What follows belongs to an exercise in optimizing a design on an open flow for small area, a short achievable clock period and few clock cycles; a production flow would make more cautious choices. In this exercise RTL edits were held to simulation tests only and were not proved equivalent to the original.

==> flow/design.v <==
module idea_mul_tree (
  input  logic [15:0] a,
  input  logic [15:0] b,
  output logic [15:0] x,
  output logic [15:0] y
);
  logic [15:0][15:0] pp;
  for (genvar i = 0; i < 16; i++) begin : g_pp
    assign pp[i] = a & {16{b[i]}};
  end
  logic w1,w2,w3,w4,w5,w6,w7,w8,w9,w10,w11,w12,w13,w14,w15,w16,w17,w18,w19,w20;
  logic w21,w22,w23,w24,w25,w26,w27,w28,w29,w30,w31,w32,w33,w34,w35,w36,w37,w38,w39,w40;
  logic w41,w42,w43,w44,w45,w46,w47,w48,w49,w50,w51,w52,w53,w54,w55,w56,w57,w58,w59,w60;
  logic w61,w62,w63,w64,w65,w66,w67,w68,w69,w70,w71,w72,w73,w74,w75,w76,w77,w78,w79,w80;
  logic w81,w82,w83,w84,w85,w86,w87,w88,w89,w90,w91,w92,w93,w94,w95,w96,w97,w98,w99,w100;
  logic w101,w102,w103,w104,w105,w106,w107,w108,w109,w110,w111,w112,w113,w114,w115,w116,w117,w118,w119,w120;
  logic w121,w122,w123,w124,w125,w126,w127,w128,w129,w130,w131,w132,w133,w134,w135,w136,w137,w138,w139,w140;
  logic w141,w142,w143,w144,w145,w146,w147,w148,w149,w150,w151,w152,w153,w154,w155,w156,w157,w158,w159,w160;
  logic w161,w162,w163,w164,w165,w166,w167,w168,w169,w170,w171,w172,w173,w174,w175,w176,w177,w178,w179,w180;
  logic w181,w182,w183,w184,w185,w186,w187,w188,w189,w190,w191,w192,w193,w194,w195,w196,w197,w198,w199,w200;
  logic w201,w202,w203,w204,w205,w206,w207,w208,w209,w210,w211,w212,w213,w214,w215,w216,w217,w218,w219,w220;
  logic w221,w222,w223,w224,w225,w226,w227,w228,w229,w230,w231,w232,w233,w234,w235,w236,w237,w238,w239,w240;
  logic w241,w242,w243,w244,w245,w246,w247,w248,w249,w250,w251,w252,w253,w254,w255,w256,w257,w258,w259,w260;
  logic w261,w262,w263,w264,w265,w266,w267,w268,w269,w270,w271,w272,w273,w274,w275,w276,w277,w278,w279,w280;
  logic w281,w282,w283,w284,w285,w286,w287,w288,w289,w290,w291,w292,w293,w294,w295,w296,w297,w298,w299,w300;
  logic w301,w302,w303,w304,w305,w306,w307,w308,w309,w310,w311,w312,w313,w314,w315,w316,w317,w318,w319,w320;
  logic w321,w322,w323,w324,w325,w326,w327,w328,w329,w330,w331,w332,w333,w334,w335,w336,w337,w338,w339,w340;
  logic w341,w342,w343,w344,w345,w346,w347,w348,w349,w350,w351,w352,w353,w354,w355,w356,w357,w358,w359,w360;
  logic w361,w362,w363,w364,w365,w366,w367,w368,w369,w370,w371,w372,w373,w374,w375,w376,w377,w378,w379,w380;
  logic w381,w382,w383,w384,w385,w386,w387,w388,w389,w390,w391,w392,w393,w394,w395,w396,w397,w398,w399,w400;
  logic w401,w402,w403,w404,w405,w406,w407,w408,w409,w410,w411,w412,w413,w414,w415,w416,w417,w418,w419,w420;
  logic w421,w422,w423,w424,w425,w426,w427,w428,w429,w430,w431,w432,w433,w434,w435,w436,w437,w438,w439,w440;
  logic w441,w442,w443,w444,w445,w446,w447,w448,w449,w450,w451,w452,w453,w454,w455,w456,w457,w458,w459,w460;
  logic w461,w462;
  assign w1 = pp[0][0] ^ ~pp[1][15] ^ ~pp[2][14];
  assign w2 = (pp[0][0] & ~pp[1][15]) | (pp[0][0] & ~pp[2][14]) | (~pp[1][15] & ~pp[2][14]);
  assign w3 = ~pp[3][13] ^ ~pp[4][12] ^ ~pp[5][11];
  assign w4 = (~pp[3][13] & ~pp[4][12]) | (~pp[3][13] & ~pp[5][11]) | (~pp[4][12] & ~pp[5][11]);
  assign w5 = ~pp[6][10] ^ ~pp[7][9] ^ ~pp[8][8];
  assign w6 = (~pp[6][10] & ~pp[7][9]) | (~pp[6][10] & ~pp[8][8]) | (~pp[7][9] & ~pp[8][8]);
  assign w7 = ~pp[9][7] ^ ~pp[10][6] ^ ~pp[11][5];
  assign w8 = (~pp[9][7] & ~pp[10][6]) | (~pp[9][7] & ~pp[11][5]) | (~pp[10][6] & ~pp[11][5]);
  assign w9 = ~pp[12][4] ^ ~pp[13][3] ^ ~pp[14][2];
  assign w10 = (~pp[12][4] & ~pp[13][3]) | (~pp[12][4] & ~pp[14][2]) | (~pp[13][3] & ~pp[14][2]);
  assign w11 = pp[0][1] ^ pp[1][0] ^ ~pp[2][15];
  assign w12 = (pp[0][1] & pp[1][0]) | (pp[0][1] & ~pp[2][15]) | (pp[1][0] & ~pp[2][15]);
  assign w13 = ~pp[3][14] ^ ~pp[4][13] ^ ~pp[5][12];
  assign w14 = (~pp[3][14] & ~pp[4][13]) | (~pp[3][14] & ~pp[5][12]) | (~pp[4][13] & ~pp[5][12]);
  assign w15 = ~pp[6][11] ^ ~pp[7][10] ^ ~pp[8][9];
  assign w16 = (~pp[6][11] & ~pp[7][10]) | (~pp[6][11] & ~pp[8][9]) | (~pp[7][10] & ~pp[8][9]);
  assign w17 = ~pp[9][8] ^ ~pp[10][7] ^ ~pp[11][6];
  assign w18 = (~pp[9][8] & ~pp[10][7]) | (~pp[9][8] & ~pp[11][6]) | (~pp[10][7] & ~pp[11][6]);
  assign w19 = ~pp[12][5] ^ ~pp[13][4] ^ ~pp[14][3];
  assign w20 = (~pp[12][5] & ~pp[13][4]) | (~pp[12][5] & ~pp[14][3]) | (~pp[13][4] & ~pp[14][3]);
  assign w21 = pp[0][2] ^ pp[1][1] ^ pp[2][0];
  assign w22 = (pp[0][2] & pp[1][1]) | (pp[0][2] & pp[2][0]) | (pp[1][1] & pp[2][0]);
  assign w23 = ~pp[3][15] ^ ~pp[4][14] ^ ~pp[5][13];
  assign w24 = (~pp[3][15] & ~pp[4][14]) | (~pp[3][15] & ~pp[5][13]) | (~pp[4][14] & ~pp[5][13]);
  assign w25 = ~pp[6][12] ^ ~pp[7][11] ^ ~pp[8][10];
  assign w26 = (~pp[6][12] & ~pp[7][11]) | (~pp[6][12] & ~pp[8][10]) | (~pp[7][11] & ~pp[8][10]);
  assign w27 = ~pp[9][9] ^ ~pp[10][8] ^ ~pp[11][7];
  assign w28 = (~pp[9][9] & ~pp[10][8]) | (~pp[9][9] & ~pp[11][7]) | (~pp[10][8] & ~pp[11][7]);
  assign w29 = ~pp[12][6] ^ ~pp[13][5] ^ ~pp[14][4];
  assign w30 = (~pp[12][6] & ~pp[13][5]) | (~pp[12][6] & ~pp[14][4]) | (~pp[13][5] & ~pp[14][4]);
  assign w31 = pp[0][3] ^ pp[1][2] ^ pp[2][1];
  assign w32 = (pp[0][3] & pp[1][2]) | (pp[0][3] & pp[2][1]) | (pp[1][2] & pp[2][1]);
  assign w33 = pp[3][0] ^ ~pp[4][15] ^ ~pp[5][14];
  assign w34 = (pp[3][0] & ~pp[4][15]) | (pp[3][0] & ~pp[5][14]) | (~pp[4][15] & ~pp[5][14]);
  assign w35 = ~pp[6][13] ^ ~pp[7][12] ^ ~pp[8][11];
  assign w36 = (~pp[6][13] & ~pp[7][12]) | (~pp[6][13] & ~pp[8][11]) | (~pp[7][12] & ~pp[8][11]);
  assign w37 = ~pp[9][10] ^ ~pp[10][9] ^ ~pp[11][8];
  assign w38 = (~pp[9][10] & ~pp[10][9]) | (~pp[9][10] & ~pp[11][8]) | (~pp[10][9] & ~pp[11][8]);
  assign w39 = ~pp[12][7] ^ ~pp[13][6] ^ ~pp[14][5];
  assign w40 = (~pp[12][7] & ~pp[13][6]) | (~pp[12][7] & ~pp[14][5]) | (~pp[13][6] & ~pp[14][5]);
  assign w41 = pp[0][4] ^ pp[1][3] ^ pp[2][2];
  assign w42 = (pp[0][4] & pp[1][3]) | (pp[0][4] & pp[2][2]) | (pp[1][3] & pp[2][2]);
  assign w43 = pp[3][1] ^ pp[4][0] ^ ~pp[5][15];
  assign w44 = (pp[3][1] & pp[4][0]) | (pp[3][1] & ~pp[5][15]) | (pp[4][0] & ~pp[5][15]);
  assign w45 = ~pp[6][14] ^ ~pp[7][13] ^ ~pp[8][12];
  assign w46 = (~pp[6][14] & ~pp[7][13]) | (~pp[6][14] & ~pp[8][12]) | (~pp[7][13] & ~pp[8][12]);
  assign w47 = ~pp[9][11] ^ ~pp[10][10] ^ ~pp[11][9];
  assign w48 = (~pp[9][11] & ~pp[10][10]) | (~pp[9][11] & ~pp[11][9]) | (~pp[10][10] & ~pp[11][9]);
  assign w49 = ~pp[12][8] ^ ~pp[13][7] ^ ~pp[14][6];
  assign w50 = (~pp[12][8] & ~pp[13][7]) | (~pp[12][8] & ~pp[14][6]) | (~pp[13][7] & ~pp[14][6]);
  assign w51 = pp[0][5] ^ pp[1][4] ^ pp[2][3];
  assign w52 = (pp[0][5] & pp[1][4]) | (pp[0][5] & pp[2][3]) | (pp[1][4] & pp[2][3]);
  assign w53 = pp[3][2] ^ pp[4][1] ^ pp[5][0];
  assign w54 = (pp[3][2] & pp[4][1]) | (pp[3][2] & pp[5][0]) | (pp[4][1] & pp[5][0]);
  assign w55 = ~pp[6][15] ^ ~pp[7][14] ^ ~pp[8][13];
  assign w56 = (~pp[6][15] & ~pp[7][14]) | (~pp[6][15] & ~pp[8][13]) | (~pp[7][14] & ~pp[8][13]);
  assign w57 = ~pp[9][12] ^ ~pp[10][11] ^ ~pp[11][10];
  assign w58 = (~pp[9][12] & ~pp[10][11]) | (~pp[9][12] & ~pp[11][10]) | (~pp[10][11] & ~pp[11][10]);
  assign w59 = ~pp[12][9] ^ ~pp[13][8] ^ ~pp[14][7];
  assign w60 = (~pp[12][9] & ~pp[13][8]) | (~pp[12][9] & ~pp[14][7]) | (~pp[13][8] & ~pp[14][7]);
  assign w61 = pp[0][6] ^ pp[1][5] ^ pp[2][4];
  assign w62 = (pp[0][6] & pp[1][5]) | (pp[0][6] & pp[2][4]) | (pp[1][5] & pp[2][4]);
  assign w63 = pp[3][3] ^ pp[4][2] ^ pp[5][1];
  assign w64 = (pp[3][3] & pp[4][2]) | (pp[3][3] & pp[5][1]) | (pp[4][2] & pp[5][1]);
  assign w65 = pp[6][0] ^ ~pp[7][15] ^ ~pp[8][14];
  assign w66 = (pp[6][0] & ~pp[7][15]) | (pp[6][0] & ~pp[8][14]) | (~pp[7][15] & ~pp[8][14]);
  assign w67 = ~pp[9][13] ^ ~pp[10][12] ^ ~pp[11][11];
  assign w68 = (~pp[9][13] & ~pp[10][12]) | (~pp[9][13] & ~pp[11][11]) | (~pp[10][12] & ~pp[11][11]);
  assign w69 = ~pp[12][10] ^ ~pp[13][9] ^ ~pp[14][8];
  assign w70 = (~pp[12][10] & ~pp[13][9]) | (~pp[12][10] & ~pp[14][8]) | (~pp[13][9] & ~pp[14][8]);
  assign w71 = pp[0][7] ^ pp[1][6] ^ pp[2][5];
  assign w72 = (pp[0][7] & pp[1][6]) | (pp[0][7] & pp[2][5]) | (pp[1][6] & pp[2][5]);
  assign w73 = pp[3][4] ^ pp[4][3] ^ pp[5][2];
  assign w74 = (pp[3][4] & pp[4][3]) | (pp[3][4] & pp[5][2]) | (pp[4][3] & pp[5][2]);
  assign w75 = pp[6][1] ^ pp[7][0] ^ ~pp[8][15];
  assign w76 = (pp[6][1] & pp[7][0]) | (pp[6][1] & ~pp[8][15]) | (pp[7][0] & ~pp[8][15]);
  assign w77 = ~pp[9][14] ^ ~pp[10][13] ^ ~pp[11][12];
  assign w78 = (~pp[9][14] & ~pp[10][13]) | (~pp[9][14] & ~pp[11][12]) | (~pp[10][13] & ~pp[11][12]);
  assign w79 = ~pp[12][11] ^ ~pp[13][10] ^ ~pp[14][9];
  assign w80 = (~pp[12][11] & ~pp[13][10]) | (~pp[12][11] & ~pp[14][9]) | (~pp[13][10] & ~pp[14][9]);
  assign w81 = pp[0][8] ^ pp[1][7] ^ pp[2][6];
  assign w82 = (pp[0][8] & pp[1][7]) | (pp[0][8] & pp[2][6]) | (pp[1][7] & pp[2][6]);
  assign w83 = pp[3][5] ^ pp[4][4] ^ pp[5][3];
  assign w84 = (pp[3][5] & pp[4][4]) | (pp[3][5] & pp[5][3]) | (pp[4][4] & pp[5][3]);
  assign w85 = pp[6][2] ^ pp[7][1] ^ pp[8][0];
  assign w86 = (pp[6][2] & pp[7][1]) | (pp[6][2] & pp[8][0]) | (pp[7][1] & pp[8][0]);
  assign w87 = ~pp[9][15] ^ ~pp[10][14] ^ ~pp[11][13];
  assign w88 = (~pp[9][15] & ~pp[10][14]) | (~pp[9][15] & ~pp[11][13]) | (~pp[10][14] & ~pp[11][13]);
  assign w89 = ~pp[12][12] ^ ~pp[13][11] ^ ~pp[14][10];
  assign w90 = (~pp[12][12] & ~pp[13][11]) | (~pp[12][12] & ~pp[14][10]) | (~pp[13][11] & ~pp[14][10]);
  assign w91 = pp[0][9] ^ pp[1][8] ^ pp[2][7];
  assign w92 = (pp[0][9] & pp[1][8]) | (pp[0][9] & pp[2][7]) | (pp[1][8] & pp[2][7]);
  assign w93 = pp[3][6] ^ pp[4][5] ^ pp[5][4];
  assign w94 = (pp[3][6] & pp[4][5]) | (pp[3][6] & pp[5][4]) | (pp[4][5] & pp[5][4]);
  assign w95 = pp[6][3] ^ pp[7][2] ^ pp[8][1];
  assign w96 = (pp[6][3] & pp[7][2]) | (pp[6][3] & pp[8][1]) | (pp[7][2] & pp[8][1]);
  assign w97 = pp[9][0] ^ ~pp[10][15] ^ ~pp[11][14];
  assign w98 = (pp[9][0] & ~pp[10][15]) | (pp[9][0] & ~pp[11][14]) | (~pp[10][15] & ~pp[11][14]);
  assign w99 = ~pp[12][13] ^ ~pp[13][12] ^ ~pp[14][11];
  assign w100 = (~pp[12][13] & ~pp[13][12]) | (~pp[12][13] & ~pp[14][11]) | (~pp[13][12] & ~pp[14][11]);
  assign w101 = pp[0][10] ^ pp[1][9] ^ pp[2][8];
  assign w102 = (pp[0][10] & pp[1][9]) | (pp[0][10] & pp[2][8]) | (pp[1][9] & pp[2][8]);
  assign w103 = pp[3][7] ^ pp[4][6] ^ pp[5][5];
  assign w104 = (pp[3][7] & pp[4][6]) | (pp[3][7] & pp[5][5]) | (pp[4][6] & pp[5][5]);
  assign w105 = pp[6][4] ^ pp[7][3] ^ pp[8][2];
  assign w106 = (pp[6][4] & pp[7][3]) | (pp[6][4] & pp[8][2]) | (pp[7][3] & pp[8][2]);
  assign w107 = pp[9][1] ^ pp[10][0] ^ ~pp[11][15];
  assign w108 = (pp[9][1] & pp[10][0]) | (pp[9][1] & ~pp[11][15]) | (pp[10][0] & ~pp[11][15]);
  assign w109 = ~pp[12][14] ^ ~pp[13][13] ^ ~pp[14][12];
  assign w110 = (~pp[12][14] & ~pp[13][13]) | (~pp[12][14] & ~pp[14][12]) | (~pp[13][13] & ~pp[14][12]);
  assign w111 = pp[0][11] ^ pp[1][10] ^ pp[2][9];
  assign w112 = (pp[0][11] & pp[1][10]) | (pp[0][11] & pp[2][9]) | (pp[1][10] & pp[2][9]);
  assign w113 = pp[3][8] ^ pp[4][7] ^ pp[5][6];
  assign w114 = (pp[3][8] & pp[4][7]) | (pp[3][8] & pp[5][6]) | (pp[4][7] & pp[5][6]);
  assign w115 = pp[6][5] ^ pp[7][4] ^ pp[8][3];
  assign w116 = (pp[6][5] & pp[7][4]) | (pp[6][5] & pp[8][3]) | (pp[7][4] & pp[8][3]);
  assign w117 = pp[9][2] ^ pp[10][1] ^ pp[11][0];
  assign w118 = (pp[9][2] & pp[10][1]) | (pp[9][2] & pp[11][0]) | (pp[10][1] & pp[11][0]);
  assign w119 = ~pp[12][15] ^ ~pp[13][14] ^ ~pp[14][13];
  assign w120 = (~pp[12][15] & ~pp[13][14]) | (~pp[12][15] & ~pp[14][13]) | (~pp[13][14] & ~pp[14][13]);
  assign w121 = pp[0][12] ^ pp[1][11] ^ pp[2][10];
  assign w122 = (pp[0][12] & pp[1][11]) | (pp[0][12] & pp[2][10]) | (pp[1][11] & pp[2][10]);
  assign w123 = pp[3][9] ^ pp[4][8] ^ pp[5][7];
  assign w124 = (pp[3][9] & pp[4][8]) | (pp[3][9] & pp[5][7]) | (pp[4][8] & pp[5][7]);
  assign w125 = pp[6][6] ^ pp[7][5] ^ pp[8][4];
  assign w126 = (pp[6][6] & pp[7][5]) | (pp[6][6] & pp[8][4]) | (pp[7][5] & pp[8][4]);
  assign w127 = pp[9][3] ^ pp[10][2] ^ pp[11][1];
  assign w128 = (pp[9][3] & pp[10][2]) | (pp[9][3] & pp[11][1]) | (pp[10][2] & pp[11][1]);
  assign w129 = pp[12][0] ^ ~pp[13][15] ^ ~pp[14][14];
  assign w130 = (pp[12][0] & ~pp[13][15]) | (pp[12][0] & ~pp[14][14]) | (~pp[13][15] & ~pp[14][14]);
  assign w131 = pp[0][13] ^ pp[1][12] ^ pp[2][11];
  assign w132 = (pp[0][13] & pp[1][12]) | (pp[0][13] & pp[2][11]) | (pp[1][12] & pp[2][11]);
  assign w133 = pp[3][10] ^ pp[4][9] ^ pp[5][8];
  assign w134 = (pp[3][10] & pp[4][9]) | (pp[3][10] & pp[5][8]) | (pp[4][9] & pp[5][8]);
  assign w135 = pp[6][7] ^ pp[7][6] ^ pp[8][5];
  assign w136 = (pp[6][7] & pp[7][6]) | (pp[6][7] & pp[8][5]) | (pp[7][6] & pp[8][5]);
  assign w137 = pp[9][4] ^ pp[10][3] ^ pp[11][2];
  assign w138 = (pp[9][4] & pp[10][3]) | (pp[9][4] & pp[11][2]) | (pp[10][3] & pp[11][2]);
  assign w139 = pp[12][1] ^ pp[13][0] ^ ~pp[14][15];
  assign w140 = (pp[12][1] & pp[13][0]) | (pp[12][1] & ~pp[14][15]) | (pp[13][0] & ~pp[14][15]);
  assign w141 = pp[0][14] ^ pp[1][13] ^ pp[2][12];
  assign w142 = (pp[0][14] & pp[1][13]) | (pp[0][14] & pp[2][12]) | (pp[1][13] & pp[2][12]);
  assign w143 = pp[3][11] ^ pp[4][10] ^ pp[5][9];
  assign w144 = (pp[3][11] & pp[4][10]) | (pp[3][11] & pp[5][9]) | (pp[4][10] & pp[5][9]);
  assign w145 = pp[6][8] ^ pp[7][7] ^ pp[8][6];
  assign w146 = (pp[6][8] & pp[7][7]) | (pp[6][8] & pp[8][6]) | (pp[7][7] & pp[8][6]);
  assign w147 = pp[9][5] ^ pp[10][4] ^ pp[11][3];
  assign w148 = (pp[9][5] & pp[10][4]) | (pp[9][5] & pp[11][3]) | (pp[10][4] & pp[11][3]);
  assign w149 = pp[12][2] ^ pp[13][1] ^ pp[14][0];
  assign w150 = (pp[12][2] & pp[13][1]) | (pp[12][2] & pp[14][0]) | (pp[13][1] & pp[14][0]);
  assign w151 = pp[0][15] ^ pp[1][14] ^ pp[2][13];
  assign w152 = (pp[0][15] & pp[1][14]) | (pp[0][15] & pp[2][13]) | (pp[1][14] & pp[2][13]);
  assign w153 = ~w152;
  assign w154 = pp[3][12] ^ pp[4][11] ^ pp[5][10];
  assign w155 = (pp[3][12] & pp[4][11]) | (pp[3][12] & pp[5][10]) | (pp[4][11] & pp[5][10]);
  assign w156 = ~w155;
  assign w157 = pp[6][9] ^ pp[7][8] ^ pp[8][7];
  assign w158 = (pp[6][9] & pp[7][8]) | (pp[6][9] & pp[8][7]) | (pp[7][8] & pp[8][7]);
  assign w159 = ~w158;
  assign w160 = pp[9][6] ^ pp[10][5] ^ pp[11][4];
  assign w161 = (pp[9][6] & pp[10][5]) | (pp[9][6] & pp[11][4]) | (pp[10][5] & pp[11][4]);
  assign w162 = ~w161;
  assign w163 = pp[12][3] ^ pp[13][2] ^ pp[14][1];
  assign w164 = (pp[12][3] & pp[13][2]) | (pp[12][3] & pp[14][1]) | (pp[13][2] & pp[14][1]);
  assign w165 = ~w164;
  assign w166 = w1 ^ w3 ^ w5;
  assign w167 = (w1 & w3) | (w1 & w5) | (w3 & w5);
  assign w168 = w7 ^ w9 ^ ~pp[15][1];
  assign w169 = (w7 & w9) | (w7 & ~pp[15][1]) | (w9 & ~pp[15][1]);
  assign w170 = w153 ^ w156 ^ w159;
  assign w171 = (w153 & w156) | (w153 & w159) | (w156 & w159);
  assign w172 = w2 ^ w4 ^ w6;
  assign w173 = (w2 & w4) | (w2 & w6) | (w4 & w6);
  assign w174 = w8 ^ w10 ^ w11;
  assign w175 = (w8 & w10) | (w8 & w11) | (w10 & w11);
  assign w176 = w13 ^ w15 ^ w17;
  assign w177 = (w13 & w15) | (w13 & w17) | (w15 & w17);
  assign w178 = w12 ^ w14 ^ w16;
  assign w179 = (w12 & w14) | (w12 & w16) | (w14 & w16);
  assign w180 = w18 ^ w20 ^ w21;
  assign w181 = (w18 & w20) | (w18 & w21) | (w20 & w21);
  assign w182 = w23 ^ w25 ^ w27;
  assign w183 = (w23 & w25) | (w23 & w27) | (w25 & w27);
  assign w184 = w22 ^ w24 ^ w26;
  assign w185 = (w22 & w24) | (w22 & w26) | (w24 & w26);
  assign w186 = w28 ^ w30 ^ w31;
  assign w187 = (w28 & w30) | (w28 & w31) | (w30 & w31);
  assign w188 = w33 ^ w35 ^ w37;
  assign w189 = (w33 & w35) | (w33 & w37) | (w35 & w37);
  assign w190 = w32 ^ w34 ^ w36;
  assign w191 = (w32 & w34) | (w32 & w36) | (w34 & w36);
  assign w192 = w38 ^ w40 ^ w41;
  assign w193 = (w38 & w40) | (w38 & w41) | (w40 & w41);
  assign w194 = w43 ^ w45 ^ w47;
  assign w195 = (w43 & w45) | (w43 & w47) | (w45 & w47);
  assign w196 = w42 ^ w44 ^ w46;
  assign w197 = (w42 & w44) | (w42 & w46) | (w44 & w46);
  assign w198 = w48 ^ w50 ^ w51;
  assign w199 = (w48 & w50) | (w48 & w51) | (w50 & w51);
  assign w200 = w53 ^ w55 ^ w57;
  assign w201 = (w53 & w55) | (w53 & w57) | (w55 & w57);
  assign w202 = w52 ^ w54 ^ w56;
  assign w203 = (w52 & w54) | (w52 & w56) | (w54 & w56);
  assign w204 = w58 ^ w60 ^ w61;
  assign w205 = (w58 & w60) | (w58 & w61) | (w60 & w61);
  assign w206 = w63 ^ w65 ^ w67;
  assign w207 = (w63 & w65) | (w63 & w67) | (w65 & w67);
  assign w208 = w62 ^ w64 ^ w66;
  assign w209 = (w62 & w64) | (w62 & w66) | (w64 & w66);
  assign w210 = w68 ^ w70 ^ w71;
  assign w211 = (w68 & w70) | (w68 & w71) | (w70 & w71);
  assign w212 = w73 ^ w75 ^ w77;
  assign w213 = (w73 & w75) | (w73 & w77) | (w75 & w77);
  assign w214 = w72 ^ w74 ^ w76;
  assign w215 = (w72 & w74) | (w72 & w76) | (w74 & w76);
  assign w216 = w78 ^ w80 ^ w81;
  assign w217 = (w78 & w80) | (w78 & w81) | (w80 & w81);
  assign w218 = w83 ^ w85 ^ w87;
  assign w219 = (w83 & w85) | (w83 & w87) | (w85 & w87);
  assign w220 = w82 ^ w84 ^ w86;
  assign w221 = (w82 & w84) | (w82 & w86) | (w84 & w86);
  assign w222 = w88 ^ w90 ^ w91;
  assign w223 = (w88 & w90) | (w88 & w91) | (w90 & w91);
  assign w224 = w93 ^ w95 ^ w97;
  assign w225 = (w93 & w95) | (w93 & w97) | (w95 & w97);
  assign w226 = w92 ^ w94 ^ w96;
  assign w227 = (w92 & w94) | (w92 & w96) | (w94 & w96);
  assign w228 = w98 ^ w100 ^ w101;
  assign w229 = (w98 & w100) | (w98 & w101) | (w100 & w101);
  assign w230 = w103 ^ w105 ^ w107;
  assign w231 = (w103 & w105) | (w103 & w107) | (w105 & w107);
  assign w232 = w102 ^ w104 ^ w106;
  assign w233 = (w102 & w104) | (w102 & w106) | (w104 & w106);
  assign w234 = w108 ^ w110 ^ w111;
  assign w235 = (w108 & w110) | (w108 & w111) | (w110 & w111);
  assign w236 = w113 ^ w115 ^ w117;
  assign w237 = (w113 & w115) | (w113 & w117) | (w115 & w117);
  assign w238 = w112 ^ w114 ^ w116;
  assign w239 = (w112 & w114) | (w112 & w116) | (w114 & w116);
  assign w240 = w118 ^ w120 ^ w121;
  assign w241 = (w118 & w120) | (w118 & w121) | (w120 & w121);
  assign w242 = w123 ^ w125 ^ w127;
  assign w243 = (w123 & w125) | (w123 & w127) | (w125 & w127);
  assign w244 = w122 ^ w124 ^ w126;
  assign w245 = (w122 & w124) | (w122 & w126) | (w124 & w126);
  assign w246 = w128 ^ w130 ^ w131;
  assign w247 = (w128 & w130) | (w128 & w131) | (w130 & w131);
  assign w248 = w133 ^ w135 ^ w137;
  assign w249 = (w133 & w135) | (w133 & w137) | (w135 & w137);
  assign w250 = w132 ^ w134 ^ w136;
  assign w251 = (w132 & w134) | (w132 & w136) | (w134 & w136);
  assign w252 = w138 ^ w140 ^ w141;
  assign w253 = (w138 & w140) | (w138 & w141) | (w140 & w141);
  assign w254 = w143 ^ w145 ^ w147;
  assign w255 = (w143 & w145) | (w143 & w147) | (w145 & w147);
  assign w256 = w142 ^ w144 ^ w146;
  assign w257 = (w142 & w144) | (w142 & w146) | (w144 & w146);
  assign w258 = ~w257;
  assign w259 = w148 ^ w150 ^ w151;
  assign w260 = (w148 & w150) | (w148 & w151) | (w150 & w151);
  assign w261 = ~w260;
  assign w262 = w154 ^ w157 ^ w160;
  assign w263 = (w154 & w157) | (w154 & w160) | (w157 & w160);
  assign w264 = ~w263;
  assign w265 = w166 ^ w168 ^ w170;
  assign w266 = (w166 & w168) | (w166 & w170) | (w168 & w170);
  assign w267 = w162 ^ w165 ^ w258;
  assign w268 = (w162 & w165) | (w162 & w258) | (w165 & w258);
  assign w269 = w167 ^ w169 ^ w171;
  assign w270 = (w167 & w169) | (w167 & w171) | (w169 & w171);
  assign w271 = w172 ^ w174 ^ w176;
  assign w272 = (w172 & w174) | (w172 & w176) | (w174 & w176);
  assign w273 = w173 ^ w175 ^ w177;
  assign w274 = (w173 & w175) | (w173 & w177) | (w175 & w177);
  assign w275 = w178 ^ w180 ^ w182;
  assign w276 = (w178 & w180) | (w178 & w182) | (w180 & w182);
  assign w277 = w179 ^ w181 ^ w183;
  assign w278 = (w179 & w181) | (w179 & w183) | (w181 & w183);
  assign w279 = w184 ^ w186 ^ w188;
  assign w280 = (w184 & w186) | (w184 & w188) | (w186 & w188);
  assign w281 = w185 ^ w187 ^ w189;
  assign w282 = (w185 & w187) | (w185 & w189) | (w187 & w189);
  assign w283 = w190 ^ w192 ^ w194;
  assign w284 = (w190 & w192) | (w190 & w194) | (w192 & w194);
  assign w285 = w191 ^ w193 ^ w195;
  assign w286 = (w191 & w193) | (w191 & w195) | (w193 & w195);
  assign w287 = w196 ^ w198 ^ w200;
  assign w288 = (w196 & w198) | (w196 & w200) | (w198 & w200);
  assign w289 = w197 ^ w199 ^ w201;
  assign w290 = (w197 & w199) | (w197 & w201) | (w199 & w201);
  assign w291 = w202 ^ w204 ^ w206;
  assign w292 = (w202 & w204) | (w202 & w206) | (w204 & w206);
  assign w293 = w203 ^ w205 ^ w207;
  assign w294 = (w203 & w205) | (w203 & w207) | (w205 & w207);
  assign w295 = w208 ^ w210 ^ w212;
  assign w296 = (w208 & w210) | (w208 & w212) | (w210 & w212);
  assign w297 = w209 ^ w211 ^ w213;
  assign w298 = (w209 & w211) | (w209 & w213) | (w211 & w213);
  assign w299 = w214 ^ w216 ^ w218;
  assign w300 = (w214 & w216) | (w214 & w218) | (w216 & w218);
  assign w301 = w215 ^ w217 ^ w219;
  assign w302 = (w215 & w217) | (w215 & w219) | (w217 & w219);
  assign w303 = w220 ^ w222 ^ w224;
  assign w304 = (w220 & w222) | (w220 & w224) | (w222 & w224);
  assign w305 = w221 ^ w223 ^ w225;
  assign w306 = (w221 & w223) | (w221 & w225) | (w223 & w225);
  assign w307 = w226 ^ w228 ^ w230;
  assign w308 = (w226 & w228) | (w226 & w230) | (w228 & w230);
  assign w309 = w227 ^ w229 ^ w231;
  assign w310 = (w227 & w229) | (w227 & w231) | (w229 & w231);
  assign w311 = w232 ^ w234 ^ w236;
  assign w312 = (w232 & w234) | (w232 & w236) | (w234 & w236);
  assign w313 = w233 ^ w235 ^ w237;
  assign w314 = (w233 & w235) | (w233 & w237) | (w235 & w237);
  assign w315 = w238 ^ w240 ^ w242;
  assign w316 = (w238 & w240) | (w238 & w242) | (w240 & w242);
  assign w317 = w239 ^ w241 ^ w243;
  assign w318 = (w239 & w241) | (w239 & w243) | (w241 & w243);
  assign w319 = w244 ^ w246 ^ w248;
  assign w320 = (w244 & w246) | (w244 & w248) | (w246 & w248);
  assign w321 = w245 ^ w247 ^ w249;
  assign w322 = (w245 & w247) | (w245 & w249) | (w247 & w249);
  assign w323 = w250 ^ w252 ^ w254;
  assign w324 = (w250 & w252) | (w250 & w254) | (w252 & w254);
  assign w325 = w251 ^ w253 ^ w255;
  assign w326 = (w251 & w253) | (w251 & w255) | (w253 & w255);
  assign w327 = ~w326;
  assign w328 = w256 ^ w259 ^ w262;
  assign w329 = (w256 & w259) | (w256 & w262) | (w259 & w262);
  assign w330 = ~w329;
  assign w331 = w265 ^ w267 ^ w261;
  assign w332 = (w265 & w267) | (w265 & w261) | (w267 & w261);
  assign w333 = w264 ^ w327 ^ w330;
  assign w334 = (w264 & w327) | (w264 & w330) | (w327 & w330);
  assign w335 = w266 ^ w268 ^ w269;
  assign w336 = (w266 & w268) | (w266 & w269) | (w268 & w269);
  assign w337 = w271 ^ w19 ^ ~pp[15][2];
  assign w338 = (w271 & w19) | (w271 & ~pp[15][2]) | (w19 & ~pp[15][2]);
  assign w339 = w270 ^ w272 ^ w273;
  assign w340 = (w270 & w272) | (w270 & w273) | (w272 & w273);
  assign w341 = w275 ^ w29 ^ ~pp[15][3];
  assign w342 = (w275 & w29) | (w275 & ~pp[15][3]) | (w29 & ~pp[15][3]);
  assign w343 = w274 ^ w276 ^ w277;
  assign w344 = (w274 & w276) | (w274 & w277) | (w276 & w277);
  assign w345 = w279 ^ w39 ^ ~pp[15][4];
  assign w346 = (w279 & w39) | (w279 & ~pp[15][4]) | (w39 & ~pp[15][4]);
  assign w347 = w278 ^ w280 ^ w281;
  assign w348 = (w278 & w280) | (w278 & w281) | (w280 & w281);
  assign w349 = w283 ^ w49 ^ ~pp[15][5];
  assign w350 = (w283 & w49) | (w283 & ~pp[15][5]) | (w49 & ~pp[15][5]);
  assign w351 = w282 ^ w284 ^ w285;
  assign w352 = (w282 & w284) | (w282 & w285) | (w284 & w285);
  assign w353 = w287 ^ w59 ^ ~pp[15][6];
  assign w354 = (w287 & w59) | (w287 & ~pp[15][6]) | (w59 & ~pp[15][6]);
  assign w355 = w286 ^ w288 ^ w289;
  assign w356 = (w286 & w288) | (w286 & w289) | (w288 & w289);
  assign w357 = w291 ^ w69 ^ ~pp[15][7];
  assign w358 = (w291 & w69) | (w291 & ~pp[15][7]) | (w69 & ~pp[15][7]);
  assign w359 = w290 ^ w292 ^ w293;
  assign w360 = (w290 & w292) | (w290 & w293) | (w292 & w293);
  assign w361 = w295 ^ w79 ^ ~pp[15][8];
  assign w362 = (w295 & w79) | (w295 & ~pp[15][8]) | (w79 & ~pp[15][8]);
  assign w363 = w294 ^ w296 ^ w297;
  assign w364 = (w294 & w296) | (w294 & w297) | (w296 & w297);
  assign w365 = w299 ^ w89 ^ ~pp[15][9];
  assign w366 = (w299 & w89) | (w299 & ~pp[15][9]) | (w89 & ~pp[15][9]);
  assign w367 = w298 ^ w300 ^ w301;
  assign w368 = (w298 & w300) | (w298 & w301) | (w300 & w301);
  assign w369 = w303 ^ w99 ^ ~pp[15][10];
  assign w370 = (w303 & w99) | (w303 & ~pp[15][10]) | (w99 & ~pp[15][10]);
  assign w371 = w302 ^ w304 ^ w305;
  assign w372 = (w302 & w304) | (w302 & w305) | (w304 & w305);
  assign w373 = w307 ^ w109 ^ ~pp[15][11];
  assign w374 = (w307 & w109) | (w307 & ~pp[15][11]) | (w109 & ~pp[15][11]);
  assign w375 = w306 ^ w308 ^ w309;
  assign w376 = (w306 & w308) | (w306 & w309) | (w308 & w309);
  assign w377 = w311 ^ w119 ^ ~pp[15][12];
  assign w378 = (w311 & w119) | (w311 & ~pp[15][12]) | (w119 & ~pp[15][12]);
  assign w379 = w310 ^ w312 ^ w313;
  assign w380 = (w310 & w312) | (w310 & w313) | (w312 & w313);
  assign w381 = w315 ^ w129 ^ ~pp[15][13];
  assign w382 = (w315 & w129) | (w315 & ~pp[15][13]) | (w129 & ~pp[15][13]);
  assign w383 = w314 ^ w316 ^ w317;
  assign w384 = (w314 & w316) | (w314 & w317) | (w316 & w317);
  assign w385 = w319 ^ w139 ^ ~pp[15][14];
  assign w386 = (w319 & w139) | (w319 & ~pp[15][14]) | (w139 & ~pp[15][14]);
  assign w387 = w318 ^ w320 ^ w321;
  assign w388 = (w318 & w320) | (w318 & w321) | (w320 & w321);
  assign w389 = w323 ^ w149 ^ ~pp[15][15];
  assign w390 = (w323 & w149) | (w323 & ~pp[15][15]) | (w149 & ~pp[15][15]);
  assign w391 = w322 ^ w324 ^ w325;
  assign w392 = (w322 & w324) | (w322 & w325) | (w324 & w325);
  assign w393 = ~w392;
  assign w394 = w328 ^ w163 ^ pp[15][0];
  assign w395 = (w328 & w163) | (w328 & pp[15][0]) | (w163 & pp[15][0]);
  assign w396 = ~w395;
  assign w397 = w331 ^ w333 ^ w393;
  assign w398 = (w331 & w333) | (w331 & w393) | (w333 & w393);
  assign w399 = w332 ^ w334 ^ w335;
  assign w400 = (w332 & w334) | (w332 & w335) | (w334 & w335);
  assign w401 = w336 ^ w338 ^ w339;
  assign w402 = (w336 & w338) | (w336 & w339) | (w338 & w339);
  assign w403 = w340 ^ w342 ^ w343;
  assign w404 = (w340 & w342) | (w340 & w343) | (w342 & w343);
  assign w405 = w344 ^ w346 ^ w347;
  assign w406 = (w344 & w346) | (w344 & w347) | (w346 & w347);
  assign w407 = w348 ^ w350 ^ w351;
  assign w408 = (w348 & w350) | (w348 & w351) | (w350 & w351);
  assign w409 = w352 ^ w354 ^ w355;
  assign w410 = (w352 & w354) | (w352 & w355) | (w354 & w355);
  assign w411 = w356 ^ w358 ^ w359;
  assign w412 = (w356 & w358) | (w356 & w359) | (w358 & w359);
  assign w413 = w360 ^ w362 ^ w363;
  assign w414 = (w360 & w362) | (w360 & w363) | (w362 & w363);
  assign w415 = w364 ^ w366 ^ w367;
  assign w416 = (w364 & w366) | (w364 & w367) | (w366 & w367);
  assign w417 = w368 ^ w370 ^ w371;
  assign w418 = (w368 & w370) | (w368 & w371) | (w370 & w371);
  assign w419 = w372 ^ w374 ^ w375;
  assign w420 = (w372 & w374) | (w372 & w375) | (w374 & w375);
  assign w421 = w376 ^ w378 ^ w379;
  assign w422 = (w376 & w378) | (w376 & w379) | (w378 & w379);
  assign w423 = w380 ^ w382 ^ w383;
  assign w424 = (w380 & w382) | (w380 & w383) | (w382 & w383);
  assign w425 = w384 ^ w386 ^ w387;
  assign w426 = (w384 & w386) | (w384 & w387) | (w386 & w387);
  assign w427 = w388 ^ w390 ^ w391;
  assign w428 = (w388 & w390) | (w388 & w391) | (w390 & w391);
  assign w429 = ~w428;
  assign w430 = w397 ^ w396 ^ w429;
  assign w431 = (w397 & w396) | (w397 & w429) | (w396 & w429);
  assign w432 = w398 ^ w399 ^ w337;
  assign w433 = (w398 & w399) | (w398 & w337) | (w399 & w337);
  assign w434 = w400 ^ w401 ^ w341;
  assign w435 = (w400 & w401) | (w400 & w341) | (w401 & w341);
  assign w436 = w402 ^ w403 ^ w345;
  assign w437 = (w402 & w403) | (w402 & w345) | (w403 & w345);
  assign w438 = w404 ^ w405 ^ w349;
  assign w439 = (w404 & w405) | (w404 & w349) | (w405 & w349);
  assign w440 = w406 ^ w407 ^ w353;
  assign w441 = (w406 & w407) | (w406 & w353) | (w407 & w353);
  assign w442 = w408 ^ w409 ^ w357;
  assign w443 = (w408 & w409) | (w408 & w357) | (w409 & w357);
  assign w444 = w410 ^ w411 ^ w361;
  assign w445 = (w410 & w411) | (w410 & w361) | (w411 & w361);
  assign w446 = w412 ^ w413 ^ w365;
  assign w447 = (w412 & w413) | (w412 & w365) | (w413 & w365);
  assign w448 = w414 ^ w415 ^ w369;
  assign w449 = (w414 & w415) | (w414 & w369) | (w415 & w369);
  assign w450 = w416 ^ w417 ^ w373;
  assign w451 = (w416 & w417) | (w416 & w373) | (w417 & w373);
  assign w452 = w418 ^ w419 ^ w377;
  assign w453 = (w418 & w419) | (w418 & w377) | (w419 & w377);
  assign w454 = w420 ^ w421 ^ w381;
  assign w455 = (w420 & w421) | (w420 & w381) | (w421 & w381);
  assign w456 = w422 ^ w423 ^ w385;
  assign w457 = (w422 & w423) | (w422 & w385) | (w423 & w385);
  assign w458 = w424 ^ w425 ^ w389;
  assign w459 = (w424 & w425) | (w424 & w389) | (w425 & w389);
  assign w460 = w426 ^ w427 ^ w394;
  assign w461 = (w426 & w427) | (w426 & w394) | (w427 & w394);
  assign w462 = ~w461;
  assign x[0] = w430;
  assign y[0] = w462;
  assign x[1] = w431;
  assign y[1] = w432;
  assign x[2] = w433;
  assign y[2] = w434;
  assign x[3] = w435;
  assign y[3] = w436;
  assign x[4] = w437;
  assign y[4] = w438;
  assign x[5] = w439;
  assign y[5] = w440;
  assign x[6] = w441;
  assign y[6] = w442;
  assign x[7] = w443;
  assign y[7] = w444;
  assign x[8] = w445;
  assign y[8] = w446;
  assign x[9] = w447;
  assign y[9] = w448;
  assign x[10] = w449;
  assign y[10] = w450;
  assign x[11] = w451;
  assign y[11] = w452;
  assign x[12] = w453;
  assign y[12] = w454;
  assign x[13] = w455;
  assign y[13] = w456;
  assign x[14] = w457;
  assign y[14] = w458;
  assign x[15] = w459;
  assign y[15] = w460;
endmodule
module idea_mulmod (
  input  logic [15:0] a,
  input  logic [15:0] b,
  output logic [15:0] y
);
  logic [15:0] tx, ty;
  logic [16:0] s3, c3, s4, c4;
  logic [17:0] z0, z1;
  logic        ge;
  idea_mul_tree u_tree (.a(a), .b(b), .x(tx), .y(ty));
  always_comb begin
    s3 = {1'b0, tx ^ ty ^ 16'd3};
    c3 = {(tx & ty) | ((tx | ty) & 16'd3), 1'b0};
    s4 = {1'b0, tx ^ ty ^ 16'd4};
    c4 = {(tx & ty) | ((tx | ty) & 16'd4), 1'b0};
    z1 = 18'(s3) + 18'(c3);              
    z0 = 18'(s4) + 18'(c4);
    ge = z1[17] | z1[16];                
    y  = (a == 16'd0) ? 16'd1 - b : (b == 16'd0) ? 16'd1 - a : (ge ? z1[15:0] : z0[15:0]);
  end
endmodule
module idea_dec_keygen (
  input  logic         clk,
  input  logic         rst,
  input  logic         start,
  input  logic [127:0] key_in,
  output logic         busy,
  output logic         done,
  output logic         key_valid,
  input  logic [5:0]   rd_addr,
  output logic [15:0]  rd_data
);
  localparam int NINV = 18;
  logic [127:0]      key_q;
  logic [51:0][15:0] zq;    
  logic [51:0][15:0] zi;    
  for (genvar g = 0; g < 7; g++) begin : g_rot
    localparam int A = (25 * g) % 128;
    wire [255:0] dq = {key_q, key_q};
    wire [255:0] di = {key_in, key_in};
    wire [127:0] rq = dq[255-A -: 128];
    wire [127:0] ri = di[255-A -: 128];
    for (genvar j = 0; j < 8; j++) begin : g_w
      if (8 * g + j < 52) begin : g_v
        assign zq[8*g+j] = rq[127-16*j -: 16];
        assign zi[8*g+j] = ri[127-16*j -: 16];
      end
    end
  end
  function automatic logic [6:0] zoff(input int i);
    zoff = 7'((25 * (i / 8) + 16 * (i % 8)) % 128);
  endfunction
  function automatic int zidx(input int m);
    zidx = (m % 2 == 0) ? 48 - 6 * (m / 2) : 51 - 6 * (m / 2);
  endfunction
  logic busy_q, done_q, kv_q;
  logic accept;
  assign accept = start && !busy_q && !done_q;
  logic [5:0]  cyc_q, cn;
  logic [15:0] xa_q, ya_q, xb_q, yb_q, ha_q, hb_q;
  logic [15:0] xa_d, ya_d, xb_d, yb_d;
  logic [NINV-1:0][15:0] inv_q;
  logic [15:0] ma, mb;
  logic        run;
  logic        ph_pre, ph_ba, ph_bb, ph_last;
  logic [3:0]  ia, jb;                
  logic [3:0]  n_ia, n_jb;
  logic [15:0] ka, kb, cop, dop;      
  idea_mulmod u_ma (.a(xa_q), .b(ya_q), .y(ma));
  idea_mulmod u_mb (.a(xb_q), .b(yb_q), .y(mb));
  always_comb begin
    cn   = accept ? 6'd1 : cyc_q + 6'd1;
    run  = accept || (busy_q && !ph_last);    
    n_ia = (cn <= 6'd8) ? 4'(cn) : 4'(6'd35 - cn);
    n_jb = (cn <= 6'd8) ? 4'(cn) : 4'(6'd43 - cn);
    ka = '0;
    kb = '0;
    for (int m = 1; m <= 8; m++) begin
      if (n_ia == 4'(m)) ka = zq[zidx(m)];
      if (n_jb == 4'(m)) kb = zq[zidx(9 + m)];
    end
    cop = zq[zidx(0)];
    dop = zq[zidx(9)];
    for (int m = 2; m <= 8; m++) begin
      if (n_ia == 4'(m)) cop = inv_q[m-1];
      if (n_jb == 4'(m)) dop = inv_q[9+m-1];
    end
    xa_d = ma;
    ya_d = ma;
    xb_d = mb;
    yb_d = ma;
    if (accept) begin
      xa_d = zi[zidx(0)];
      ya_d = zi[zidx(1)];
      xb_d = zi[zidx(9)];
      yb_d = zi[zidx(10)];
    end else if (cn <= 6'd8) begin
      ya_d = ka;
      yb_d = kb;
    end else if (cn == 6'd9) begin
      ya_d = mb;
    end else if (cn == 6'd10) begin
      xb_d = ma;
    end else if (cn == 6'd11) begin
      xb_d = xa_q;                           
    end else if (cn <= 6'd25) begin
    end else if (cn == 6'd26) begin
      xa_d = mb;
      ya_d = hb_q;
      yb_d = ha_q;
    end else if (cn == 6'd27) begin
      xb_d = ma;
      ya_d = cop;
      yb_d = ka;
    end else if (cn <= 6'd34) begin
      xa_d = mb;
      ya_d = cop;
      yb_d = ka;
    end else if (cn == 6'd35) begin
      xa_d = hb_q;
      xb_d = hb_q;
      ya_d = kb;
      yb_d = dop;
    end else begin
      xb_d = ma;
      ya_d = kb;
      yb_d = dop;
    end
  end
  always_ff @(posedge clk) begin
    if (rst) begin
      busy_q  <= 1'b0;
      done_q  <= 1'b0;
      kv_q    <= 1'b0;
      ph_pre  <= 1'b0;
      ph_ba   <= 1'b0;
      ph_bb   <= 1'b0;
      ph_last <= 1'b0;
    end else begin
      done_q <= 1'b0;
      if (accept) begin
        busy_q <= 1'b1;
        kv_q   <= 1'b0;
      end else if (ph_last) begin
        busy_q <= 1'b0;
        done_q <= 1'b1;
        kv_q   <= 1'b1;
      end
      ph_pre  <= run && (cn <= 6'd8);
      ph_ba   <= run && (cn >= 6'd27) && (cn <= 6'd34);
      ph_bb   <= run && (cn >= 6'd35) && (cn <= 6'd42);
      ph_last <= run && (cn == 6'd42);
    end
  end
  always_ff @(posedge clk) begin
    cyc_q <= cn;
    ia    <= n_ia;
    jb    <= n_jb;
    if (accept && !rst) key_q <= key_in;
    xa_q <= xa_d;
    ya_q <= ya_d;
    xb_q <= xb_d;
    yb_q <= yb_d;
    if (cn == 6'd9) ha_q <= ma;
    if (cn == 6'd9 || cn == 6'd27) hb_q <= mb;
    if (!rst) begin
      for (int m = 1; m <= 8; m++)
        if ((ph_pre && m <= 7 && ia == 4'(m)) || (ph_ba && ia == 4'(m))) inv_q[m] <= ma;
      if (ph_ba && ia == 4'd1) inv_q[0] <= mb;
      for (int m = 1; m <= 8; m++)
        if ((ph_pre && m <= 7 && jb == 4'(m)) || (ph_bb && jb == 4'(m))) inv_q[9+m] <= mb;
      if (ph_bb && jb == 4'd1) inv_q[9] <= ma;
    end
  end
  function automatic int dkz(input int a);
    int r, e, sb;
    bit oe;
    r  = a / 6;
    e  = a % 6;
    sb = 48 - 6 * r;
    oe = (r == 0) || (r == 8);
    case (e)
      1:       dkz = oe ? sb + 1 : sb + 2;
      2:       dkz = oe ? sb + 2 : sb + 1;
      4:       dkz = sb - 2;
      default: dkz = sb - 1;
    endcase
  endfunction
  function automatic logic [64*7-1:0] mk_offs();
    for (int a = 0; a < 64; a++)
      mk_offs[7*a +: 7] = (a < 52 && a % 3 != 0) ? zoff(dkz(a)) : 7'd0;
  endfunction
  function automatic logic [63:0] mk_neg();
    for (int a = 0; a < 64; a++)
      mk_neg[a] = (a < 52) && (a % 6 == 1 || a % 6 == 2);
  endfunction
  function automatic logic [63:0] mk_key();
    for (int a = 0; a < 64; a++)
      mk_key[a] = (a < 52) && (a % 3 != 0);
  endfunction
  localparam logic [64*7-1:0] OFFS   = mk_offs();
  localparam logic [63:0]     NEGS   = mk_neg();
  localparam logic [63:0]     KEYS   = mk_key();
  logic [6:0]   off;
  logic [142:0] kext;
  logic [78:0]  s6;
  logic [46:0]  s5;
  logic [30:0]  s4;
  logic [22:0]  s3;
  logic [18:0]  s2;
  logic [16:0]  s1;
  logic [15:0]  inv_rd, kwin, rd_raw, rd_data_q;
  assign off  = OFFS[7*rd_addr +: 7];
  assign kext = {key_q, key_q[127:113]};
  assign s6   = off[6] ? kext[78:0] : kext[142:64];
  assign s5   = off[5] ? s6[46:0]   : s6[78:32];
  assign s4   = off[4] ? s5[30:0]   : s5[46:16];
  assign s3   = off[3] ? s4[22:0]   : s4[30:8];
  assign s2   = off[2] ? s3[18:0]   : s3[22:4];
  assign s1   = off[1] ? s2[16:0]   : s2[18:2];
  assign kwin = off[0] ? s1[15:0]   : s1[16:1];
  always_comb begin
    inv_rd = '0;
    case (rd_addr)
      6'd0: inv_rd = inv_q[0];
      6'd3: inv_rd = inv_q[1];
      6'd6: inv_rd = inv_q[2];
      6'd9: inv_rd = inv_q[3];
      6'd12: inv_rd = inv_q[4];
      6'd15: inv_rd = inv_q[5];
      6'd18: inv_rd = inv_q[6];
      6'd21: inv_rd = inv_q[7];
      6'd24: inv_rd = inv_q[8];
      6'd27: inv_rd = inv_q[9];
      6'd30: inv_rd = inv_q[10];
      6'd33: inv_rd = inv_q[11];
      6'd36: inv_rd = inv_q[12];
      6'd39: inv_rd = inv_q[13];
      6'd42: inv_rd = inv_q[14];
      6'd45: inv_rd = inv_q[15];
      6'd48: inv_rd = inv_q[16];
      6'd51: inv_rd = inv_q[17];
      default: inv_rd = '0;
    endcase
    rd_raw = KEYS[rd_addr] ? kwin : inv_rd;
  end
  always_ff @(posedge clk)
    rd_data_q <= NEGS[rd_addr] ? 16'd0 - rd_raw : rd_raw;
  assign busy      = busy_q;
  assign done      = done_q;
  assign key_valid = kv_q;
  assign rd_data   = rd_data_q;
endmodule
==> flow/run.sh <==
#!/bin/bash
# synth_recipe.tcl (not shown) runs the flow's synth.tcl, then flattens the netlist and writes it again
# the make line also repeats each setting of config.mk as NAME=value (left out here)
make -C /OpenROAD-flow-scripts/flow DESIGN_CONFIG=/design/flow/config.mk WORK_HOME=/design/flow/orfs CLKGATE_MAP_FILE= SYNTH_SCRIPT=/design/flow/synth_recipe.tcl finish
==> flow/config.mk <==
export PLATFORM = sky130hd
export DESIGN_NAME = idea_dec_keygen
export DESIGN_NICKNAME = idea_dec_keygen
export VERILOG_FILES = /design/flow/design.v
export SDC_FILE = /design/flow/constraint.sdc
export NUM_CORES = 4
export LEC_CHECK = 0
export CAP_MARGIN = 20
export CORE_MARGIN = 2
export CORE_UTILIZATION = 45
export SETUP_SLACK_MARGIN = 5
export SLEW_MARGIN = 20
==> flow/constraint.sdc <==
create_clock -name core_clock -period 12.0 [get_ports {clk}]
set_input_delay 2.4000 -clock core_clock [delete_from_list [all_inputs] [get_ports {clk}]]
set_output_delay 2.4000 -clock core_clock [all_outputs]
set_load 0.01 [all_outputs]
==> summary.txt <==
==> synthesized netlist by cell type, types with 23 or more instances <==
cell type and n:
nand2_1 519, buf_2 32, mux2i_1 84, xnor2_1 55, nor4_1 24, inv_1 507, nor3_1 86, mux4_2 23
nand3_1 106, fa_1 448, o21ai_0 179, a21oi_1 206, edfxtp_1 448, clkbuf_1 276, nor2_1 260, a22oi_1 144
nand4_1 31, o211ai_1 53, o221ai_1 34, o22ai_1 88, dfxtp_1 97, xor2_1 32, mux2_2 26, a211oi_1 59
and2_1 352, ha_1 91, a221oi_1 77, a22o_1 38, a31oi_1 39
==> area by class of cell <==
class                      instances  share of cell area (%)
clock buffer                      74                    2.66
antenna                           24                  0.0997
tap                             1380                    2.87
timing repair inverter             1                  0.0125
multi-input combinational       3489                    53.2
clock inverter                    38                   0.802
sequential                       545                    25.8
inverter                         512                    3.27
timing repair buffer             640                    11.3
==> cells by family (layout without fill, tap and decap cells) <==
group           Yosys count  in the layout  synth area share [%]
simple gates           1531           1535                  16.0
compound gates         1191           1191                  17.8
buf+inv                 846           1265                  7.01
flops                   545            545                  32.6
fa+ha+maj               543            543                  21.5
mux                     133            133                  3.50
xor+xnor                 87             87                  1.61
other cells               0             24                     0
==> state kept, by name, indices dropped and copies added, names as in the netlist, 4 cells and up <==
| register | cells |
|---|---|
| inv_q | 288 |
| key_q | 128 |
| ha_q | 16 |
| hb_q | 16 |
| rd_data_q | 16 |
| xa_q | 16 |
| xb_q | 16 |
| ya_q | 16 |
| yb_q | 16 |
| cyc_q | 5 |
| jb | 4 |
==> metrics by stage <==
stage | cells | cell area (sq um) | util (%)
global placement | 6226 | 50800 | 49.0
floorplan | 4876 | 48100 | -
finish | 6703 | 60200 | 58.0
detailed placement | 6226 | 50900 | 49.0
global route | 6684 | 60200 | 58.0
CTS | 6574 | 57800 | 55.7
==> worst paths after layout <==
check                           depth (start not counted)       end     from
worst min register to register                          2    done_q  ph_last
worst max-delay path                                   30  yb_q[15]  xa_q[6]
worst min-delay path                                    2    done_q  ph_last
worst max register to register                         30  yb_q[15]  xa_q[6]
==> repair_timing <==
item,in CTS,in global routing
resized for setup,620,354
gates cloned,14,6
setup endpoints to repair,400,397
pin swaps,158,231
buffers inserted,222,98
==> critical path: cells and delay by family, from the launching register on <==
family | cells | cell delay (ps)
DFF | 1 | 390
buffers and inverters | 8 | 770
adders and majority gates | 8 | 3650
and+or+nand+nor | 8 | 1370
AOI/OAI and AO/OA | 6 | 1260
==> per-layer routing <==
layer	vias up	global-route usage [%]	share of wire [%]
li1	18100	-	-
met1	22800	58.0	35
met2	4209	63.2	40
met3	1097	17.6	15
met4	14	31.5	9.0
met5	-	0.887	0.076
==> impl_results.md <==
* F_max at 0.131 GHz
* FP Rows at 118
* Die area at 108000 sq um
* First-pass GRT wire length at 342 mm
* Worst-path fanout max at 4
* RSZ-0062 raised after global routing: true
* Initial Utilization at 45.5%
* Largest net degree at the start of global routing at 69
* # IOs at 156
* Flop2flop setup slack at 4380 ps
* Drt first pass iters at 9
* Setup Viol. Count Final at 0
* Prevailing post-synth register cell: edfxtp_1
* Syn Inst Count at 4876
* Layout cell share with drive strength beyond 1 at 24.1%
* Crit path DAT at 8170 ps
* First DRT Iteration DRCs at 7897
* Setup crit start kind: register
* Antenna violations before repair at 31
* Placeable Area at 104000 sq um
* Slowest CP cell: fa_2
* All-Layer GR Usage at 45.5%
* Status: finished clean
* Avg Cell Area, Syn at 9.69 sq um
* CP Class: reg2reg
* IO Port Bufs at 155
* Max-slew violations at 0
* Most used cell along the critical path: inv_2
* Synthesized flop and latch total at 545
* DRT Wirelength at 251 mm
* Post-route ant nets at 0
* Crit. End Element: register
* Fin crit period at 7620 ps
* Routed length per placed instance at 37.5 microns
* Post-synth ARST share at 0%
* Num Clock Sinks at 545
* Clock-pin transition on the worst setup and hold timing paths at 70 ps
* Die width at 328 microns
* Worst hold slack at 491 ps
* Largest cells by area after synthesis: edfxtp_1 (28%), fa_1 (19%), and2_1 (4.7%)
* Worst EP required at 12550 ps
* CTS H-tree lvls at 2
* Max_cap viols at 0
* # hold bufs at CTS at 0
* Min setup slack post-route at 4380 ps
* Final hold violations at 0
* Clk Latency, worst-skew pair at 710 ps
* Via/cell ratio at 6.89
* CP max stage delay at 710 ps
* Sequential fraction of the synthesis area at 32.6%
* Max clock buf depth at 3
* Commonest non-fill, non-tap cell in the layout: nand2_1
* Final worst-path cycle share at 63.5%
* Vias in the first global route at 43400
* Slew Limit Headroom at 14.9%
* DP Worst Slack at 2710 ps
* Hpwl dp at 169 mm
* CTS root buf: clkbuf_16
* Gr ovfl total at 0
* NumNets Final at 5924
* Number of synthesized flops with an enable pin at 448
* Unique masters post-synth at 104
* DR vias at 46200
* CTS tree: done
* Fill count at 8872
* Top cell type's share of synthesized area at 28.5%
* Multi-input gate area at 32000 sq um
* Synth warn at 2
* Worst slew pin tran at 1260 ps
* Placer Congestion at 1.04
* Clock skew at 36.8 ps
* Remaining DRCs at 0
* Register Area at 15500 sq um
* TritonCTS buffer count at 59
* Post-Synthesis Net Count at 5552
* Setup_tns at 0 ps
* Most frequent cells in the layout: nand2_1 (491), edfxtp_1 (448), inv_1 (445), fa_1 (387), and2_1 (325)
* Largest area contributor in the netlist: edfxtp_1
* Chip Height at 328 microns
* Hold Path Class: reg2reg
* Synth Cell Area at 47200 sq um
* P&R area growth vs syn at 27.5%
Testbench counts, summed over its fixed seeds: cycles 6,024.

==> what the ideal ports hide <==
How much do the figures lean on ideal ports? The routed layout below was timed once more, with nothing changed but the port constraints.
Step 1, drivers: a clkbuf_16 drives clk and a buf_2 each remaining input, both assumed.
Step 2 also shifts input and output timing later by t, the mid clock arrival at the registers, as if the neighbouring blocks saw the same clock.
Three values: ideal, step 1, step 2; two values: the first two.
t (ns): 0.776
setup slack, ns: 4.382 / 4.381 / 3.887
hold WS [ns]: 0.491 / 0.491 / 0.491
pins driven straight from the clock port: 1
After both steps this run still meets setup and hold. The setup slack of this run moves by -0.001 ns with the drivers and by -0.495 ns with both steps.
